Context: an optimization exercise on an open-source flow, tuned for small area, a short achievable clock period and few clock cycles. The choices shown serve that exercise and are no tape-out recipe. In this exercise RTL edits were held to simulation tests only and were not proved equivalent to the original. Power and IR drop assume default switching activity.

**flow/config.mk**
```make
export PLATFORM = sky130hd
export DESIGN_NAME = hashCpu
export DESIGN_NICKNAME = hashCpu
export VERILOG_FILES = /design/flow/design.v
export SDC_FILE = /design/flow/constraint.sdc
export NUM_CORES = 4
export LEC_CHECK = 0
export CAP_MARGIN = 20
export CELL_PAD_IN_SITES_DETAIL_PLACEMENT = 1
export CELL_PAD_IN_SITES_GLOBAL_PLACEMENT = 1
export CORE_MARGIN = 2
export CORE_UTILIZATION = 45
export CTS_BUF_LIST = sky130_fd_sc_hd__clkbuf_8
export CTS_CLUSTER_DIAMETER = 60
export CTS_CLUSTER_SIZE = 16
export SETUP_SLACK_MARGIN = 4.0
export SLEW_MARGIN = 20
export SYNTH_HIERARCHICAL = 1
export TNS_END_PERCENT = 0
```
**flow/design.v**
```verilog
`default_nettype none
package hashCpuPkg;
    localparam int DATA_W     = 32;
    localparam int REG_ADDR_W = 5;
    localparam int NUM_REGS   = 32;
    localparam int SHAMT_W    = 5;
    localparam int OPCODE_W   = 6;
    localparam int FUNC_W     = 6;
    localparam int IMM_W      = 16;
    localparam int STATE_W    = 2;
    localparam logic [OPCODE_W-1:0] OP_RTYPE = 6'b000000;
    localparam logic [OPCODE_W-1:0] OP_ADDI  = 6'b001000;
    localparam logic [OPCODE_W-1:0] OP_HTYPE = 6'b011100;
    localparam logic [FUNC_W-1:0] FN_SLL = 6'h00;
    localparam logic [FUNC_W-1:0] FN_SRL = 6'h02;
    localparam logic [FUNC_W-1:0] FN_ADD = 6'h20;
    localparam logic [FUNC_W-1:0] FN_SUB = 6'h22;
    localparam logic [FUNC_W-1:0] FN_AND = 6'h24;
    localparam logic [FUNC_W-1:0] FN_OR  = 6'h25;
    localparam logic [FUNC_W-1:0] FN_XOR = 6'h26;
    localparam logic [FUNC_W-1:0] FN_SLT = 6'h2a;
    localparam logic [FUNC_W-1:0] FN_CH  = 6'h01;
    localparam logic [FUNC_W-1:0] FN_MAJ = 6'h02;
    localparam logic [FUNC_W-1:0] FN_PAR = 6'h03;
    localparam logic [STATE_W-1:0] ST_IDLE = 2'd0;
    localparam logic [STATE_W-1:0] ST_EXEC = 2'd1;
    localparam logic [STATE_W-1:0] ST_DONE = 2'd2;
    localparam logic [1:0] MD_PASS  = 2'd0;
    localparam logic [1:0] MD_ADD   = 2'd1;
    localparam logic [1:0] MD_SLT   = 2'd2;
    localparam logic [1:0] MD_SHIFT = 2'd3;
    localparam logic [7:0] TT_CH   = 8'hca;
    localparam logic [7:0] TT_MAJ  = 8'he8;
    localparam logic [7:0] TT_PAR  = 8'h96;
    localparam logic [7:0] TT_AND  = 8'hc0;
    localparam logic [7:0] TT_OR   = 8'hfc;
    localparam logic [7:0] TT_XOR  = 8'h3c;
    localparam logic [7:0] TT_Y    = 8'hcc;
    localparam logic [7:0] TT_NOTY = 8'h33;
    localparam logic [7:0] TT_ZERO = 8'h00;
    typedef union packed {
        struct packed {
            logic [OPCODE_W-1:0]   opcode;
            logic [REG_ADDR_W-1:0] rs;
            logic [REG_ADDR_W-1:0] rt;
            logic [REG_ADDR_W-1:0] rd;
            logic [SHAMT_W-1:0]    shamtRu;  
            logic [FUNC_W-1:0]     func;
        } rType;
        struct packed {
            logic [OPCODE_W-1:0]   opcode;
            logic [REG_ADDR_W-1:0] rs;
            logic [REG_ADDR_W-1:0] rt;
            logic [IMM_W-1:0]      imm;
        } iType;
    } instr_u;
endpackage
`default_nettype wire
`timescale 1ns/1ps
`default_nettype none
module hashFunc (
    input  wire logic [hashCpuPkg::DATA_W-1:0] dataXN,    
    input  wire logic [hashCpuPkg::DATA_W-1:0] dataYN,
    input  wire logic [hashCpuPkg::DATA_W-1:0] dataZN,
    input  wire logic [7:0]                    truthTab,
    output logic [hashCpuPkg::DATA_W-1:0]      hashResult
);
    for (genvar i = 0; i < hashCpuPkg::DATA_W; i++) begin : g_bit
        assign hashResult[i] = truthTab[~{dataXN[i], dataYN[i], dataZN[i]}];
    end
endmodule
`default_nettype wire
`timescale 1ns/1ps
`default_nettype none
module intAlu #(
    parameter int SPLIT_LVL = 3
) (
    input  wire logic [hashCpuPkg::DATA_W-1:0]  operandAN,    
    input  wire logic [hashCpuPkg::DATA_W-1:0]  operandBN,
    input  wire logic [hashCpuPkg::DATA_W-1:0]  immExt,
    input  wire logic [hashCpuPkg::DATA_W-1:0]  funcResult,
    input  wire logic                           useImm,
    input  wire logic                           subtract,
    input  wire logic [1:0]                     mode,
    input  wire logic                           shiftLeft,
    input  wire logic [hashCpuPkg::SHAMT_W-1:0] shamt,
    output logic [hashCpuPkg::DATA_W-1:0]       halfSum,
    output logic [hashCpuPkg::DATA_W-1:0]       grpGen,
    output logic [hashCpuPkg::DATA_W-1:0]       grpProp,
    output logic                                isAdd,
    output logic                                isSlt,
    output logic                                sltSignA,
    output logic                                sltSameSign,
    output logic [1:0]                          rotLo
);
    logic [hashCpuPkg::DATA_W-1:0]  operandA;
    logic [hashCpuPkg::DATA_W-1:0]  operandB;
    logic [hashCpuPkg::DATA_W-1:0]  addB;
    logic [hashCpuPkg::DATA_W-1:0]  prop;
    logic [hashCpuPkg::SHAMT_W-1:0] rotAmt;
    logic [hashCpuPkg::DATA_W-1:0]  rotStage [2:hashCpuPkg::SHAMT_W];
    logic [hashCpuPkg::DATA_W-1:0]  keepMask;
    logic [hashCpuPkg::DATA_W-1:0]  shiftOut;
    logic                           isShift;
    assign operandA = ~operandAN;
    assign operandB = ~operandBN;
    assign isAdd = (mode == hashCpuPkg::MD_ADD);
    assign isSlt = (mode == hashCpuPkg::MD_SLT);
    assign isShift = (mode == hashCpuPkg::MD_SHIFT);
    assign addB = useImm ? immExt : (operandB ^ {hashCpuPkg::DATA_W{subtract}});
    assign prop = operandA ^ addB;
    prefixCarry #(.FIRST(0), .LAST(SPLIT_LVL)) u_carryLo (
        .genIn  ({operandA[hashCpuPkg::DATA_W-1:1] & addB[hashCpuPkg::DATA_W-1:1],
                  (operandA[0] & addB[0]) | (prop[0] & subtract)}),
        .propIn ({prop[hashCpuPkg::DATA_W-1:1], 1'b0}),
        .genOut (grpGen),
        .propOut(grpProp)
    );
    for (genvar i = 0; i < hashCpuPkg::DATA_W; i++) begin : g_mask
        assign keepMask[i] = shiftLeft ? (i <= hashCpuPkg::DATA_W - 1 - shamt) : (i >= shamt);
    end
    assign rotAmt      = shiftLeft ? -shamt : shamt;
    assign rotLo       = isShift ? rotAmt[1:0] : 2'd0;
    assign rotStage[2] = operandB & keepMask & {hashCpuPkg::DATA_W{isShift}};
    for (genvar lvl = 2; lvl < hashCpuPkg::SHAMT_W; lvl++) begin : g_rotLvl
        assign rotStage[lvl+1] = rotAmt[lvl]
            ? {rotStage[lvl][(1 << lvl)-1:0], rotStage[lvl][hashCpuPkg::DATA_W-1:(1 << lvl)]}
            : rotStage[lvl];
    end
    assign shiftOut = rotStage[hashCpuPkg::SHAMT_W];
    assign sltSignA    = operandA[31];
    assign sltSameSign = prop[31];
    always_comb begin
        halfSum    = funcResult | shiftOut | (prop & {hashCpuPkg::DATA_W{isAdd}});
        halfSum[0] = funcResult[0] | shiftOut[0] | ((prop[0] ^ subtract) & isAdd);
    end
endmodule
module prefixCarry #(
    parameter int FIRST = 0,
    parameter int LAST  = 5
) (
    input  wire logic [hashCpuPkg::DATA_W-1:0] genIn,
    input  wire logic [hashCpuPkg::DATA_W-1:0] propIn,
    output logic [hashCpuPkg::DATA_W-1:0]      genOut,
    output logic [hashCpuPkg::DATA_W-1:0]      propOut
);
    logic [hashCpuPkg::DATA_W-1:0] gen [FIRST:LAST];
    logic [hashCpuPkg::DATA_W-1:0] pro [FIRST:LAST];
    assign gen[FIRST] = genIn;
    assign pro[FIRST] = propIn;
    for (genvar l = FIRST; l < LAST; l++) begin : g_lvl
        for (genvar i = 0; i < hashCpuPkg::DATA_W; i++) begin : g_bit
            if (i >= (1 << l)) begin : g_op
                assign gen[l+1][i] = gen[l][i] | (pro[l][i] & gen[l][i - (1 << l)]);
                assign pro[l+1][i] = pro[l][i] & pro[l][i - (1 << l)];
            end else begin : g_pass
                assign gen[l+1][i] = gen[l][i];
                assign pro[l+1][i] = pro[l][i];
            end
        end
    end
    assign genOut  = gen[LAST];
    assign propOut = pro[LAST];
endmodule
module resultFinish #(
    parameter int SPLIT_LVL = 3
) (
    input  wire logic [hashCpuPkg::DATA_W-1:0] halfSum,
    input  wire logic [hashCpuPkg::DATA_W-1:0] grpGen,
    input  wire logic [hashCpuPkg::DATA_W-1:0] grpProp,
    input  wire logic                          isAdd,
    input  wire logic                          isSlt,
    input  wire logic                          sltSignA,
    input  wire logic                          sltSameSign,
    input  wire logic [7:0]                    rotLo,      
    output logic [hashCpuPkg::DATA_W-1:0]      result
);
    logic [hashCpuPkg::DATA_W-1:0] carryOut;
    logic [hashCpuPkg::DATA_W-1:0] unusedProp;
    logic                          lessThan;
    logic [hashCpuPkg::DATA_W-1:0] rot1;
    logic [hashCpuPkg::DATA_W-1:0] rot2;
    for (genvar i = 0; i < hashCpuPkg::DATA_W; i++) begin : g_rot
        localparam int CP = i / 8;
        assign rot1[i] = rotLo[2*CP]   ? halfSum[(i + 1) % hashCpuPkg::DATA_W] : halfSum[i];
        assign rot2[i] = rotLo[2*CP+1] ? rot1[(i + 2) % hashCpuPkg::DATA_W]    : rot1[i];
    end
    prefixCarry #(.FIRST(SPLIT_LVL), .LAST(hashCpuPkg::SHAMT_W)) u_carryHi (
        .genIn  (grpGen),
        .propIn (grpProp),
        .genOut (carryOut),
        .propOut(unusedProp)
    );
    assign lessThan = sltSameSign ? ~carryOut[31] : sltSignA;
    assign result[0] = isSlt ? lessThan : rot2[0];
    for (genvar i = 1; i < hashCpuPkg::DATA_W; i++) begin : g_bit
        assign result[i] = rot2[i] ^ (isAdd & carryOut[i-1]);
    end
endmodule
`default_nettype wire
`timescale 1ns/1ps
`default_nettype none
module regFile (
    input  wire logic                              clk,
    input  wire logic                              reset,
    input  wire logic [hashCpuPkg::REG_ADDR_W-1:0] rdAddrA,
    input  wire logic [hashCpuPkg::REG_ADDR_W-1:0] rdAddrB,
    input  wire logic [hashCpuPkg::REG_ADDR_W-1:0] rdAddrC,
    input  wire logic [hashCpuPkg::REG_ADDR_W-1:0] wrAddr,
    input  wire logic                              wrEn,
    input  wire logic [hashCpuPkg::DATA_W-1:0]     wrData,
    output logic [hashCpuPkg::DATA_W-1:0]          rdDataAN,   
    output logic [hashCpuPkg::DATA_W-1:0]          rdDataBN,
    output logic [hashCpuPkg::DATA_W-1:0]          rdDataCN
);
    logic [hashCpuPkg::NUM_REGS-1:0][hashCpuPkg::DATA_W-1:0] regs;
    logic [hashCpuPkg::DATA_W-1:0] wrDataM;
    logic [hashCpuPkg::NUM_REGS-1:0] selA;
    logic [hashCpuPkg::NUM_REGS-1:0] selB;
    logic [hashCpuPkg::NUM_REGS-1:0] selC;
    assign wrDataM = wrData & {hashCpuPkg::DATA_W{~reset}};
    assign regs[0] = '0;
    for (genvar i = 1; i < hashCpuPkg::NUM_REGS; i++) begin : g_reg
        logic wrSel;
        assign wrSel = reset | (wrEn && wrAddr == i);
        always_ff @(posedge clk) begin
            if (wrSel) regs[i] <= wrDataM;
        end
    end
    for (genvar i = 0; i < hashCpuPkg::NUM_REGS; i++) begin : g_dec
        assign selA[i] = (rdAddrA == i);
        assign selB[i] = (rdAddrB == i);
        assign selC[i] = (rdAddrC == i);
    end
    for (genvar b = 0; b < hashCpuPkg::DATA_W; b++) begin : g_rdBit
        logic [hashCpuPkg::NUM_REGS-1:0] col;
        for (genvar i = 0; i < hashCpuPkg::NUM_REGS; i++) begin : g_col
            assign col[i] = regs[i][b];
        end
        rdSel32 u_rdA (.data(col), .sel(selA), .outN(rdDataAN[b]));
        rdSel32 u_rdB (.data(col), .sel(selB), .outN(rdDataBN[b]));
        rdSel32 u_rdC (.data(col), .sel(selC), .outN(rdDataCN[b]));
    end
endmodule
`default_nettype none
module rdSel32 (
    input  wire logic [hashCpuPkg::NUM_REGS-1:0] data,
    input  wire logic [hashCpuPkg::NUM_REGS-1:0] sel,
    output logic                                 outN
);
    logic [10:0] grpN;
    for (genvar g = 0; g < 10; g++) begin : g_grp
        aoi222 u_aoi (
            .a0(data[3*g+1]), .s0(sel[3*g+1]),
            .a1(data[3*g+2]), .s1(sel[3*g+2]),
            .a2(data[3*g+3]), .s2(sel[3*g+3]),
            .y (grpN[g])
        );
    end
    assign grpN[10] = ~(data[31] & sel[31]);
    logic [2:0] part;
    nand4g u_part0 (.a(grpN[0]), .b(grpN[1]), .c(grpN[2]),  .d(grpN[3]), .y(part[0]));
    nand4g u_part1 (.a(grpN[4]), .b(grpN[5]), .c(grpN[6]),  .d(grpN[7]), .y(part[1]));
    nand3g u_part2 (.a(grpN[8]), .b(grpN[9]), .c(grpN[10]), .y(part[2]));
    nor3g  u_out   (.a(part[0]), .b(part[1]), .c(part[2]),  .y(outN));
endmodule
module aoi222 (
    input  wire logic a0,
    input  wire logic s0,
    input  wire logic a1,
    input  wire logic s1,
    input  wire logic a2,
    input  wire logic s2,
    output logic      y
);
    assign y = ~((a0 & s0) | (a1 & s1) | (a2 & s2));
endmodule
module nand4g (
    input  wire logic a,
    input  wire logic b,
    input  wire logic c,
    input  wire logic d,
    output logic      y
);
    assign y = ~(a & b & c & d);
endmodule
module nand3g (
    input  wire logic a,
    input  wire logic b,
    input  wire logic c,
    output logic      y
);
    assign y = ~(a & b & c);
endmodule
module nor3g (
    input  wire logic a,
    input  wire logic b,
    input  wire logic c,
    output logic      y
);
    assign y = ~(a | b | c);
endmodule
`default_nettype wire
`timescale 1ns/1ps
`default_nettype none
module hashCtrl (
    input  wire logic                              clk,
    input  wire logic                              reset,
    input  wire logic                              instrReq,
    input  wire hashCpuPkg::instr_u                instr,
    input  wire logic [hashCpuPkg::DATA_W-1:0]     halfSum,
    input  wire logic [hashCpuPkg::DATA_W-1:0]     grpGen,
    input  wire logic [hashCpuPkg::DATA_W-1:0]     grpProp,
    input  wire logic                              isAdd,
    input  wire logic                              isSlt,
    input  wire logic                              sltSignA,
    input  wire logic                              sltSameSign,
    input  wire logic [1:0]                        rotLo,
    output logic [7:0]                             truthTab,
    output logic [hashCpuPkg::DATA_W-1:0]          immExt,
    output logic                                   useImm,
    output logic                                   subtract,
    output logic [1:0]                             mode,
    output logic                                   shiftLeft,
    output logic [hashCpuPkg::SHAMT_W-1:0]         shamt,
    output logic [hashCpuPkg::REG_ADDR_W-1:0]      wrAddr,
    output logic                                   wrEn,
    output logic                                   instrAck,
    output logic [hashCpuPkg::DATA_W-1:0]          halfSumQ,
    output logic [hashCpuPkg::DATA_W-1:0]          grpGenQ,
    output logic [hashCpuPkg::DATA_W-1:0]          grpPropQ,
    output logic                                   isAddQ,
    output logic                                   isSltQ,
    output logic                                   sltSignAQ,
    output logic                                   sltSameSignQ,
    output logic [7:0]                             rotLoQ
);
    logic                              dWrite;
    logic [hashCpuPkg::REG_ADDR_W-1:0] dDst;
    logic                              wrValid;
    assign immExt = {{(hashCpuPkg::DATA_W - hashCpuPkg::IMM_W){
                         instr.iType.imm[hashCpuPkg::IMM_W-1]}},
                     instr.iType.imm};
    assign shamt  = instr.rType.shamtRu;
    always_comb begin
        truthTab  = hashCpuPkg::TT_ZERO;
        useImm    = 1'b0;
        subtract  = 1'b0;
        mode      = hashCpuPkg::MD_PASS;
        shiftLeft = 1'b0;
        dWrite    = 1'b0;
        dDst      = instr.rType.rd;
        case (instr.rType.opcode)
            hashCpuPkg::OP_RTYPE: begin
                dWrite = 1'b1;
                case (instr.rType.func)
                    hashCpuPkg::FN_SLL: begin
                        mode      = hashCpuPkg::MD_SHIFT;
                        shiftLeft = 1'b1;
                    end
                    hashCpuPkg::FN_SRL: mode = hashCpuPkg::MD_SHIFT;
                    hashCpuPkg::FN_ADD: mode = hashCpuPkg::MD_ADD;
                    hashCpuPkg::FN_SUB: begin
                        mode     = hashCpuPkg::MD_ADD;
                        subtract = 1'b1;
                    end
                    hashCpuPkg::FN_SLT: begin
                        mode     = hashCpuPkg::MD_SLT;
                        subtract = 1'b1;
                    end
                    hashCpuPkg::FN_AND: truthTab = hashCpuPkg::TT_AND;
                    hashCpuPkg::FN_OR:  truthTab = hashCpuPkg::TT_OR;
                    hashCpuPkg::FN_XOR: truthTab = hashCpuPkg::TT_XOR;
                    default:            dWrite   = 1'b0;
                endcase
            end
            hashCpuPkg::OP_ADDI: begin
                useImm = 1'b1;
                mode   = hashCpuPkg::MD_ADD;
                dWrite = 1'b1;
                dDst   = instr.iType.rt;
            end
            hashCpuPkg::OP_HTYPE: begin
                dWrite = 1'b1;
                case (instr.rType.func)
                    hashCpuPkg::FN_CH:  truthTab = hashCpuPkg::TT_CH;
                    hashCpuPkg::FN_MAJ: truthTab = hashCpuPkg::TT_MAJ;
                    hashCpuPkg::FN_PAR: truthTab = hashCpuPkg::TT_PAR;
                    default:            dWrite   = 1'b0;
                endcase
            end
            default: ;
        endcase
    end
    always_ff @(posedge clk) begin
        if (!instrAck) begin
            halfSumQ     <= halfSum;
            grpGenQ      <= grpGen;
            grpPropQ     <= grpProp;
            isAddQ       <= isAdd;
            isSltQ       <= isSlt;
            sltSignAQ    <= sltSignA;
            sltSameSignQ <= sltSameSign;
            wrAddr       <= dDst;
            wrValid      <= dWrite && (dDst != '0);
        end
    end
    for (genvar k = 0; k < 4; k++) begin : g_rotLo
        holdReg #(.W(2)) u_rotLoReg (
            .clk (clk),
            .en  (!instrAck),
            .d   (rotLo),
            .q   (rotLoQ[2*k +: 2])
        );
    end
    assign wrEn = instrAck && wrValid;
    always_ff @(posedge clk) begin
        if (reset) instrAck <= 1'b0;
        else       instrAck <= instrReq;
    end
endmodule
module holdReg #(
    parameter int W = 1
) (
    input  wire logic         clk,
    input  wire logic         en,
    input  wire logic [W-1:0] d,
    output logic [W-1:0]      q
);
    always_ff @(posedge clk) begin
        if (en) q <= d;
    end
endmodule
`default_nettype wire
`timescale 1ns/1ps
`default_nettype none
module hashCpu (
    input  wire logic                          clk,
    input  wire logic                          reset,
    input  wire logic                          instrReq,
    input  wire logic [31:0]                   instr,     
    output logic                               instrAck,
    output logic [hashCpuPkg::DATA_W-1:0]      result
);
    localparam int SPLIT_LVL = 3;
    logic [hashCpuPkg::REG_ADDR_W-1:0] wrAddr;
    logic                              wrEn;
    logic [hashCpuPkg::DATA_W-1:0]     rdDataAN;
    logic [hashCpuPkg::DATA_W-1:0]     rdDataBN;
    logic [hashCpuPkg::DATA_W-1:0]     rdDataCN;
    logic [7:0]                        truthTab;
    logic [hashCpuPkg::DATA_W-1:0]     funcResult;
    logic [hashCpuPkg::DATA_W-1:0]     immExt;
    logic                              useImm;
    logic                              subtract;
    logic [1:0]                        mode;
    logic                              shiftLeft;
    logic [hashCpuPkg::SHAMT_W-1:0]    shamt;
    logic [hashCpuPkg::DATA_W-1:0]     halfSum;
    logic [hashCpuPkg::DATA_W-1:0]     grpGen;
    logic [hashCpuPkg::DATA_W-1:0]     grpProp;
    logic                              isAdd;
    logic                              isSlt;
    logic                              sltSignA;
    logic                              sltSameSign;
    logic [hashCpuPkg::DATA_W-1:0]     halfSumQ;
    logic [hashCpuPkg::DATA_W-1:0]     grpGenQ;
    logic [hashCpuPkg::DATA_W-1:0]     grpPropQ;
    logic                              isAddQ;
    logic                              isSltQ;
    logic                              sltSignAQ;
    logic                              sltSameSignQ;
    logic [1:0]                        rotLo;
    logic [7:0]                        rotLoQ;
    hashCtrl u_ctrl (
        .clk          (clk),
        .reset        (reset),
        .instrReq     (instrReq),
        .instr        (instr),
        .halfSum      (halfSum),
        .grpGen       (grpGen),
        .grpProp      (grpProp),
        .isAdd        (isAdd),
        .isSlt        (isSlt),
        .sltSignA     (sltSignA),
        .sltSameSign  (sltSameSign),
        .rotLo        (rotLo),
        .truthTab     (truthTab),
        .immExt       (immExt),
        .useImm       (useImm),
        .subtract     (subtract),
        .mode         (mode),
        .shiftLeft    (shiftLeft),
        .shamt        (shamt),
        .wrAddr       (wrAddr),
        .wrEn         (wrEn),
        .instrAck     (instrAck),
        .halfSumQ     (halfSumQ),
        .grpGenQ      (grpGenQ),
        .grpPropQ     (grpPropQ),
        .isAddQ       (isAddQ),
        .isSltQ       (isSltQ),
        .sltSignAQ    (sltSignAQ),
        .sltSameSignQ (sltSameSignQ),
        .rotLoQ       (rotLoQ)
    );
    regFile u_regFile (
        .clk     (clk),
        .reset   (reset),
        .rdAddrA (instr[25:21]),
        .rdAddrB (instr[20:16]),
        .rdAddrC (instr[10:6]),
        .wrAddr  (wrAddr),
        .wrEn    (wrEn),
        .wrData  (result),
        .rdDataAN(rdDataAN),
        .rdDataBN(rdDataBN),
        .rdDataCN(rdDataCN)
    );
    hashFunc u_hashFunc (
        .dataXN     (rdDataAN),
        .dataYN     (rdDataBN),
        .dataZN     (rdDataCN),
        .truthTab   (truthTab),
        .hashResult (funcResult)
    );
    intAlu #(.SPLIT_LVL(SPLIT_LVL)) u_intAlu (
        .operandAN   (rdDataAN),
        .operandBN   (rdDataBN),
        .immExt      (immExt),
        .funcResult  (funcResult),
        .useImm      (useImm),
        .subtract    (subtract),
        .mode        (mode),
        .shiftLeft   (shiftLeft),
        .shamt       (shamt),
        .halfSum     (halfSum),
        .grpGen      (grpGen),
        .grpProp     (grpProp),
        .isAdd       (isAdd),
        .isSlt       (isSlt),
        .sltSignA    (sltSignA),
        .sltSameSign (sltSameSign),
        .rotLo       (rotLo)
    );
    resultFinish #(.SPLIT_LVL(SPLIT_LVL)) u_finish (
        .halfSum     (halfSumQ),
        .grpGen      (grpGenQ),
        .grpProp     (grpPropQ),
        .isAdd       (isAddQ),
        .isSlt       (isSltQ),
        .sltSignA    (sltSignAQ),
        .sltSameSign (sltSameSignQ),
        .rotLo       (rotLoQ),
        .result      (result)
    );
endmodule
`default_nettype wire
```
**flow/constraint.sdc**
```tcl
create_clock -name core_clock -period 8.0 [get_ports {clk}]
set_input_delay 1.6000 -clock core_clock [delete_from_list [all_inputs] [get_ports {clk}]]
set_output_delay 1.6000 -clock core_clock [all_outputs]
set_load 0.01 [all_outputs]
```
**flow/run.sh**
```bash
#!/bin/bash
# synth_recipe.tcl (not shown) runs the flow's synth.tcl, then flattens the netlist and writes it again
# the make line also repeats each setting of config.mk as NAME=value (left out here)
make -C /OpenROAD-flow-scripts/flow DESIGN_CONFIG=/design/flow/config.mk WORK_HOME=/design/flow/orfs CLKGATE_MAP_FILE= SYNTH_SCRIPT=/design/flow/synth_recipe.tcl finish
```
==> results of run 1 <==
## worst max path at each step
stage | slack [ns] | depth (start not counted) | end
after global routing | 3.44 | 15 | u_ctrl.halfSumQ[11]
after global placement | 0.38 | 11 | u_ctrl.halfSumQ[9]
after floorplan | 3.75 | 11 | u_ctrl.halfSumQ[6]
after detailed placement | 0.80 | 12 | u_ctrl.halfSumQ[7]
final | 3.28 | 15 | u_ctrl.halfSumQ[11]
after CTS | 3.69 | 12 | u_ctrl.halfSumQ[23]
## registers in the layout, summed over array words and instances, names as in the netlist
| register | cells |
|---|---|
| u_ctrl.grpGenQ | 32 |
| u_ctrl.wrValid | 1 |
| u_ctrl.wrAddr | 5 |
| u_ctrl.sltSignAQ | 1 |
| u_ctrl.isAddQ | 1 |
| u_ctrl.isSltQ | 1 |
| u_ctrl.grpPropQ | 24 |
| u_ctrl.instrAck | 1 |
| u_ctrl.halfSumQ | 32 |
| u_ctrl.sltSameSignQ | 1 |
| u_ctrl.g_rotLo.u_rotLoReg.q | 8 |
| u_regFile.regs | 992 |
## layer usage
| metal | vias to the layer above | part of all wire, % | global-route usage, % |
|---|---|---|---|
| li1 | 19700 | - | - |
| met1 | 26900 | 33 | 60.0 |
| met2 | 5825 | 41 | 68.6 |
| met3 | 1256 | 17 | 20.3 |
| met4 | 6 | 8.8 | 33.8 |
| met5 | - | 0.013 | 0 |
## metrics by stage
step,util [%],std cells
after floorplan,-,3912
after global placement,48.8,5661
after detailed placement,48.8,5661
after CTS,55.0,6229
after global routing,55.8,6303
final,55.8,6308
## what timing repair did
action,4_1_cts,5_1_grt
setup buffers,351,70
endpoints found under the setup margin,126,151
pin swaps,267,79
gates resized for setup,460,93
cloned,33,3
## power groups by stage
stage / Sequential [uW] / Combinational [uW] / Clock, uW
after floorplan: 7450 / 1190 / 0
after global placement: 7540 / 2230 / 0
after detailed placement: 7590 / 2270 / 0
after CTS: 7470 / 2670 / 4040
after global routing: 7550 / 2950 / 4240
final: 7510 / 2940 / 4080
## layout make-up
cell class | instances | area [sq um]
flip-flops and latches | 1099 | 33000
well taps | 1637 | 2050
repair buffers | 699 | 6870
inverters | 50 | 194
clock buffers | 105 | 1450
diodes | 6 | 15.0
fillers | 11700 | 54400
clock inverters | 79 | 915
multi-input cells | 2633 | 24300
## worst reg2reg max path: stages, from the launching register on
cell and delay, ns:
edfxtp_1 0.42, buf_12 0.16, buf_4 0.15, mux2i_4 0.18
mux2i_1 0.20, xnor2_1 0.12, buf_4 0.14, buf_4 0.12
buf_4 0.12, buf_4 0.12, buf_4 0.13, buf_4 0.12
buf_4 0.12, buf_4 0.13, buf_4 0.13, buf_4 0.13
buf_4 0.12, buf_4 0.12, buf_4 0.12, buf_4 0.12
buf_4 0.12, buf_4 0.12, buf_4 0.12, buf_4 0.12
buf_4 0.12, buf_4 0.12, buf_4 0.19, nor2b_4 0.27
==> out/results.ini, run 1 <==
[power]
leakagePower_uw = 0.0238
power.sequential.fraction_pct = 51.7
share_comb_of_total_power_pct = 20.3
cell_internal_pwr_uw = 9710
netSwitchingPower_uw = 4820
peakVddDrop_v = 0.000184
clock_power_share_pct = 28.1
p_total_uw = 14500
power_per_cell_area_mw_per_mm2 = 211
power.share.switching_pct = 33.2

[clock_tree]
cts-buffers-inserted = 104
clock_sink_count = 1099
clock_latency_late_sink_ns = 0.93
hold_bufs_at_cts = 0
max-clock-path-buffers = 3
cts_root_buf = clkbuf_8
cts_tree = done
clock_tree.htree_level_count = 3
cts.reportedPaths.clkPinSlew_ns = 0.11

[cells_and_area]
layout.nets = 4660
area_growth_syn_to_layout_pct = 23.6
most_common_library_cell_in_the_layout_ignoring_fill_and_taps = edfxtp_1
layout.cells.most_common_list = 1,098 x edfxtp_1, 960 x a222oi_1, 489 x buf_4
final_layout_size_suffix_gt1_share_pct = 29.4
final_instance_area_sq_mm = 0.0688

[placement]
globalplace.congestion = 1.01
dpl-instance-area_sq_mm = 0.0601
dp_slack_ns = 0.797
count_of_input_and_output_buffers = 67
hpwl_um = 190000

[worst_hold_path]
hold_path.class = flip-flop to flip-flop
hold_path_startpoint = u_ctrl.instrAck
min_delay_path_depth = 1
hold_end = u_ctrl.grpGenQ[4]

[die]
floorplan.core_area_sq_mm = 0.123
floorplan.io_pins = 68
die-area_sq_mm = 0.127
initial_core_util_pct = 45.2
fp.dieH_um = 356
die_width_um = 356
placement_rows = 129

[routing]
wl_per_cell_um = 50.5
routed_via_density = 8.52
wl_um = 319000
drtAntennaViolNets = 0
drtPass1Iterations = 15
drtIter0Drc = 16400
routed-via-count = 53800
drt_drc_violations_left = 0

[grt]
globalRouteOverflowTotal = 0
grt_pass1_wl_um = 424000
grt_start_max_net_pins = 75
antenna_found_initial = 14
groute.usage.overall_pct = 48.5
first_global_vias = 50600

[synthesis]
syn-instance-count = 3912
post_synth.cell_area_avg_sq_um = 14.2
synth.cell_area_sq_mm = 0.0557
synth.yosys.warnings = 17
syn_nets = 3985

[timing]
timing.final.crit_period_ns = 4.72
fin_skew_ns = 0.0581
setup_repair_after_global_routing_missed_its_margin = yes
timing.setup.tns_ns = 0
final_max_slew_viol_count = 0
layout_setup_ws_ns = 3.28
achievable-frequency_mhz = 212
timing.max_slew.rel_slack_pct = 14.8
finalSetupViolations = 0
worst_pin_slew_ns = 1.28
min_period_over_period_pct = 59.0
final_hold_viol_count = 0
hold_ws_ns = 0.859

[critical_path]
critical_path_required_ns = 8.59
r2r.worst_path.cells = 27
crit_path_frequent_cell = buf_4
worst-path-max-fanout = 8
crit_chain = buf_6 -> nand2b_4 -> buf_4 -> nor2_4 -> buf_4 -> a222oi_1 -> nand4_1 -> nor3_4 -> buf_4 -> buf_4 -> nor3b_1 -> o21ai_1 -> nand2_1 -> o211ai_1 -> o211ai_1
cp.buffers_inverters = 5
critical_path.startpoint_type = input pin
max_stage_delay_ns = 0.72
worst_ep_arrival_time_ns = 5.32
cp_top_family = simple AND/OR/NAND/NOR gates
setup.worst_path.class = input pin to flip-flop
critical_path.reg2reg.endpoint = u_regFile.regs[695]
launching_point_of_the_worst_reg2reg_path = u_ctrl.g_rotLo[2].u_rotLoReg.q[0]
endpoint_kind_of_the_worst_setup_timing_path = flip-flop
rrSetupSlack_ns = 3.54
worstSetupStartpoint = instr[17]
critical_path.slowest_cell = nand4_1

[job]
timing.max_cap.violations = 0

[status]
run_status = timing/DRC/antenna clean

Testbench counts, summed over its fixed seeds: cycles 32,000.
==> run 2: changes to the inputs <==
--- a/flow/design.v
+++ b/flow/design.v
@@ -258,11 +258,15 @@
         );
     end
     assign grpN[10] = ~(data[31] & sel[31]);
-    logic [2:0] part;
-    nand4g u_part0 (.a(grpN[0]), .b(grpN[1]), .c(grpN[2]),  .d(grpN[3]), .y(part[0]));
-    nand4g u_part1 (.a(grpN[4]), .b(grpN[5]), .c(grpN[6]),  .d(grpN[7]), .y(part[1]));
-    nand3g u_part2 (.a(grpN[8]), .b(grpN[9]), .c(grpN[10]), .y(part[2]));
-    nor3g  u_out   (.a(part[0]), .b(part[1]), .c(part[2]),  .y(outN));
+    logic [3:0] part;
+    logic [1:0] partN;
+    nand3g u_part0 (.a(grpN[0]), .b(grpN[1]), .c(grpN[2]),  .y(part[0]));
+    nand3g u_part1 (.a(grpN[3]), .b(grpN[4]), .c(grpN[5]),  .y(part[1]));
+    nand3g u_part2 (.a(grpN[6]), .b(grpN[7]), .c(grpN[8]),  .y(part[2]));
+    nand2g u_part3 (.a(grpN[9]), .b(grpN[10]), .y(part[3]));
+    nor2g  u_half0 (.a(part[0]), .b(part[1]), .y(partN[0]));
+    nor2g  u_half1 (.a(part[2]), .b(part[3]), .y(partN[1]));
+    and2g  u_out   (.a(partN[0]), .b(partN[1]), .y(outN));
 endmodule
 module aoi222 (
     input  wire logic a0,
@@ -275,30 +279,34 @@
 );
     assign y = ~((a0 & s0) | (a1 & s1) | (a2 & s2));
 endmodule
-module nand4g (
+module nand2g (
     input  wire logic a,
     input  wire logic b,
-    input  wire logic c,
-    input  wire logic d,
     output logic      y
 );
-    assign y = ~(a & b & c & d);
+    assign y = ~(a & b);
 endmodule
-module nand3g (
+module nor2g (
     input  wire logic a,
     input  wire logic b,
-    input  wire logic c,
     output logic      y
 );
-    assign y = ~(a & b & c);
+    assign y = ~(a | b);
 endmodule
-module nor3g (
+module and2g (
+    input  wire logic a,
+    input  wire logic b,
+    output logic      y
+);
+    assign y = a & b;
+endmodule
+module nand3g (
     input  wire logic a,
     input  wire logic b,
     input  wire logic c,
     output logic      y
 );
-    assign y = ~(a | b | c);
+    assign y = ~(a & b & c);
 endmodule
 `default_nettype wire
 `timescale 1ns/1ps
==> out/results.ini, run 2 <==
[status]
run_status = timing/DRC/antenna clean  ; unchanged

[grt]
groute.usage.overall_pct = 48.2  ; was 48.5%
globalRouteOverflowTotal = 0  ; unchanged
grt_start_max_net_pins = 65  ; was 75
grt_pass1_wl_um = 422000  ; was 424,000 um
first_global_vias = 49500  ; was 50,600
antenna_found_initial = 30  ; was 14

[die]
die-area_sq_mm = 0.128  ; was 0.127 sq mm
placement_rows = 129  ; unchanged
fp.dieH_um = 357  ; was 356 um
die_width_um = 357  ; was 356 um
floorplan.core_area_sq_mm = 0.124  ; was 0.123 sq mm
floorplan.io_pins = 68  ; unchanged
initial_core_util_pct = 45.3  ; was 45.2%

[critical_path]
critical_path.reg2reg.endpoint = u_ctrl.halfSumQ[28]  ; was u_regFile.regs[695]
end_point_of_the_critical_path = u_ctrl.grpGenQ[15]  ; was u_ctrl.halfSumQ[11]
cp_top_family = simple AND/OR/NAND/NOR gates  ; unchanged
endpoint_kind_of_the_worst_setup_timing_path = flip-flop  ; unchanged
worstSetupStartpoint = instr[22]  ; was instr[17]
crit_chain = clkbuf_4 -> nand2b_4 -> buf_4 -> nor2_4 -> buf_4 -> a222oi_1 -> nand3_1 -> nor2_4 -> and2_4 -> inv_1 -> ha_2 -> a21oi_1 -> o21a_1 -> o21ai_0  ; was buf_6 -> nand2b_4 -> buf_4 -> nor2_4 -> buf_4 -> a222oi_1 -> nand4_1 -> nor3_4 -> buf_4 -> buf_4 -> nor3b_1 -> o21ai_1 -> nand2_1 -> o211ai_1 -> o211ai_1
number_of_cells_on_the_critical_path = 14  ; was 15
launching_point_of_the_worst_reg2reg_path = u_regFile.regs[444]  ; was u_ctrl.g_rotLo[2].u_rotLoReg.q[0]
rrSetupSlack_ns = 4.56  ; was 3.54 ns
critical_path.slowest_cell = nor2_4  ; was nand4_1
critical_path.startpoint_type = input pin  ; unchanged
setup.worst_path.class = input pin to flip-flop  ; unchanged
critical_path_required_ns = 8.60  ; was 8.59 ns
cp.buffers_inverters = 4  ; was 5
r2r.worst_path.cells = 8  ; was 27
worst_ep_arrival_time_ns = 5.22  ; was 5.32 ns
worst-path-max-fanout = 11  ; was 8
max_stage_delay_ns = 0.57  ; was 0.72 ns

[power]
clock_power_share_pct = 28.2  ; was 28.1%
power.sequential.fraction_pct = 51.1  ; was 51.7%
leakagePower_uw = 0.0258  ; was 0.0238 uW
share_comb_of_total_power_pct = 20.7  ; was 20.3%
power_per_cell_area_mw_per_mm2 = 208  ; was 211 mW/mm^2
cell_internal_pwr_uw = 9790  ; was 9710 uW
netSwitchingPower_uw = 4880  ; was 4820 uW
peakVddDrop_v = 0.000175  ; was 0.000184 V
power.share.switching_pct = 33.3  ; was 33.2%

[clock_tree]
hold_bufs_at_cts = 0  ; unchanged
cts-buffers-inserted = 108  ; was 104
clock_tree.htree_level_count = 3  ; unchanged
max-clock-path-buffers = 3  ; unchanged
cts_root_buf = clkbuf_8  ; unchanged
clock_latency_late_sink_ns = 0.93  ; about the same
cts_tree = done  ; unchanged
clock_sink_count = 1099  ; unchanged
cts.reportedPaths.clkPinSlew_ns = 0.11  ; about the same

[timing]
timing.max_slew.rel_slack_pct = 12.8  ; was 14.8%
final_max_slew_viol_count = 0  ; unchanged
min_period_over_period_pct = 57.7  ; was 59.0%
achievable-frequency_mhz = 217  ; was 212 MHz
final_hold_viol_count = 0  ; unchanged
setup_repair_after_global_routing_missed_its_margin = yes  ; unchanged
timing.final.crit_period_ns = 4.62  ; was 4.72 ns
fin_skew_ns = 0.0867  ; was 0.0581 ns
worst_pin_slew_ns = 1.31  ; was 1.28 ns
hold_ws_ns = 0.962  ; was 0.859 ns
finalSetupViolations = 0  ; unchanged
timing.setup.tns_ns = 0  ; unchanged

[routing]
drtPass1Iterations = 30  ; was 15
drtIter0Drc = 14700  ; was 16,400
wl_per_cell_um = 47.6  ; was 50.5 um
drt_drc_violations_left = 0  ; unchanged
routed-via-count = 53900  ; was 53,800
routed_via_density = 8.13  ; was 8.52
wl_um = 316000  ; was 319,000 um
drtAntennaViolNets = 0  ; unchanged

[cells_and_area]
total_of_fill_cells_in_the_finished_design = 12000  ; was 11,700
layout.cells.most_common_list = 1,098 x edfxtp_1, 960 x a222oi_1, 491 x buf_4  ; was 1,098 x edfxtp_1, 960 x a222oi_1, 489 x buf_4
largest_registers = u_regFile.regs x992, u_ctrl.grpGenQ x32, u_ctrl.halfSumQ x32  ; unchanged
final_layout_size_suffix_gt1_share_pct = 31.1  ; was 29.4%
most_common_library_cell_in_the_layout_ignoring_fill_and_taps = edfxtp_1  ; unchanged
largest_register = u_regFile.regs  ; unchanged
area_growth_syn_to_layout_pct = 25.7  ; was 23.6%
layout.nets = 4963  ; was 4,660
number_of_flip_flops_in_the_largest_register = 992  ; unchanged

[placement]
count_of_input_and_output_buffers = 67  ; unchanged
globalplace.congestion = 1.07  ; was 1.01
hpwl_um = 190000  ; about the same

[job]
timing.max_cap.violations = 0  ; unchanged

[synthesis]
syn-instance-count = 4200  ; was 3,912
synth.yosys.warnings = 17  ; unchanged
synth.cell_area_sq_mm = 0.0561  ; was 0.0557 sq mm
post_synth.cell_area_avg_sq_um = 13.4  ; was 14.2 sq um
syn_nets = 4273  ; was 3,985

[worst_hold_path]
hold_path.class = flip-flop to flip-flop  ; unchanged

-- run 2: metrics by stage --
step / utilization (%) / setup WS, ns / cell area [sq um] / total power [uW] / std cells
finish: 57.0 / 3.38 / 70600 / 14700 / 6638
detailed placement: 49.3 / 0.979 / 61100 / 9960 / 5993
floorplan: - / 3.75 / 56900 / 8650 / 4200
CTS: 56.1 / 3.73 / 69400 / 14300 / 6568
global route: 57.0 / 3.52 / 70500 / 14900 / 6624
global placement: 49.3 / 1.03 / 61100 / 9900 / 5993
-- run 2: worst reg2reg max path: stages (launching register included) --
cell and delay [ns]:
edfxtp_1 0.43, a222oi_1 0.41, nand3_1 0.41, nor2_4 0.32, and2_2 0.30, mux4_1 0.57
mux2_2 0.31, a21oi_2 0.24, o211ai_1 0.14
-- run 2: repair_timing --
| item | CTS | global route |
|---|---|---|
| pin swaps | 239 | 123 |
| setup endpoints to repair | 130 | 119 |
| resized for setup | 649 | 145 |
| buffers inserted | 339 | 41 |
| gates cloned | 37 | 2 |
-- run 2: how the worst min path moves through the flow --
| stage | startpoint | endpoint | slack (ns) | cells after the start |
|---|---|---|---|---|
| 2_1_floorplan | u_regFile.regs[1023] | u_ctrl.sltSignAQ | 0.79 | 5 |
| 3_3_place_gp | u_ctrl.instrAck | u_ctrl.wrAddr[3] | 0.93 | 1 |
| 3_5_place_dp | u_ctrl.instrAck | u_ctrl.wrAddr[1] | 0.94 | 1 |
| 4_1_cts | u_ctrl.instrAck | u_ctrl.wrValid | 0.96 | 1 |
| 5_1_grt | u_ctrl.instrAck | u_ctrl.wrAddr[4] | 1.00 | 1 |
| 6_report | u_ctrl.instrAck | u_ctrl.wrAddr[1] | 0.96 | 1 |
-- run 2: metal layers --
layer | GRT usage (%) | share of wire (%)
met2 | 66.8 | 40
met4 | 28.2 | 7.6
met5 | 0 | 0.041
met3 | 20.4 | 17
met1 | 63.0 | 35
-- run 2: area by class of cell --
cell class / count / area [sq um] / share of cell area [%]
Clock inverter: 91 / 1000 / 1.42
Clock buffer: 108 / 1490 / 2.11
Antenna cell: 22 / 55.1 / 0.0780
Timing Repair Buffer: 702 / 6990 / 9.90
Sequential cell: 1099 / 33000 / 46.8
Tap cell: 1637 / 2050 / 2.90
Multi-Input combinational cell: 2929 / 25800 / 36.6
Inverter: 50 / 194 / 0.275
-- run 2: power groups by stage --
stage	clock [uW]	combinational [uW]	sequential, uW
final	4140	3040	7490
after global routing	4340	3040	7540
after CTS	4140	2730	7450
after detailed placement	0	2370	7580
after global placement	0	2350	7550
after floorplan	0	1200	7450
Testbench counts of run 2, summed over its fixed seeds: cycles 32,000.

## what the ideal ports hide
Ports are ideal in the flow. The routed layouts listed here were re-timed in OpenROAD.
Step 1: set_driving_cell puts a clkbuf_16 on clk and a buf_2 on each other input, an assumption about the parent block.
Step 2 adds t to the input delays and takes it off the output delays; t is the mean of the earliest and latest rising clock arrival at the registers after step 1. Input paths then give back, and output paths get back, about the clock's delay inside the block.
a / b / c = ideal ports / drivers / drivers and shift; a / b = the first two.
run	t, ns	setup slack, ns	clock arrival spread, ns	worst slew at a driven data input, ns
run 1	0.977	3.276 / 3.264 / 2.287	0.067 / 0.067	0.13
run 2	0.971	3.382 / 3.439 / 2.469	0.087 / 0.087	0.06
After both steps setup and hold are still met in every run listed. For run 1, which loses most, drivers alone change the setup slack by -0.012 ns; drivers and shift together by -0.989 ns.
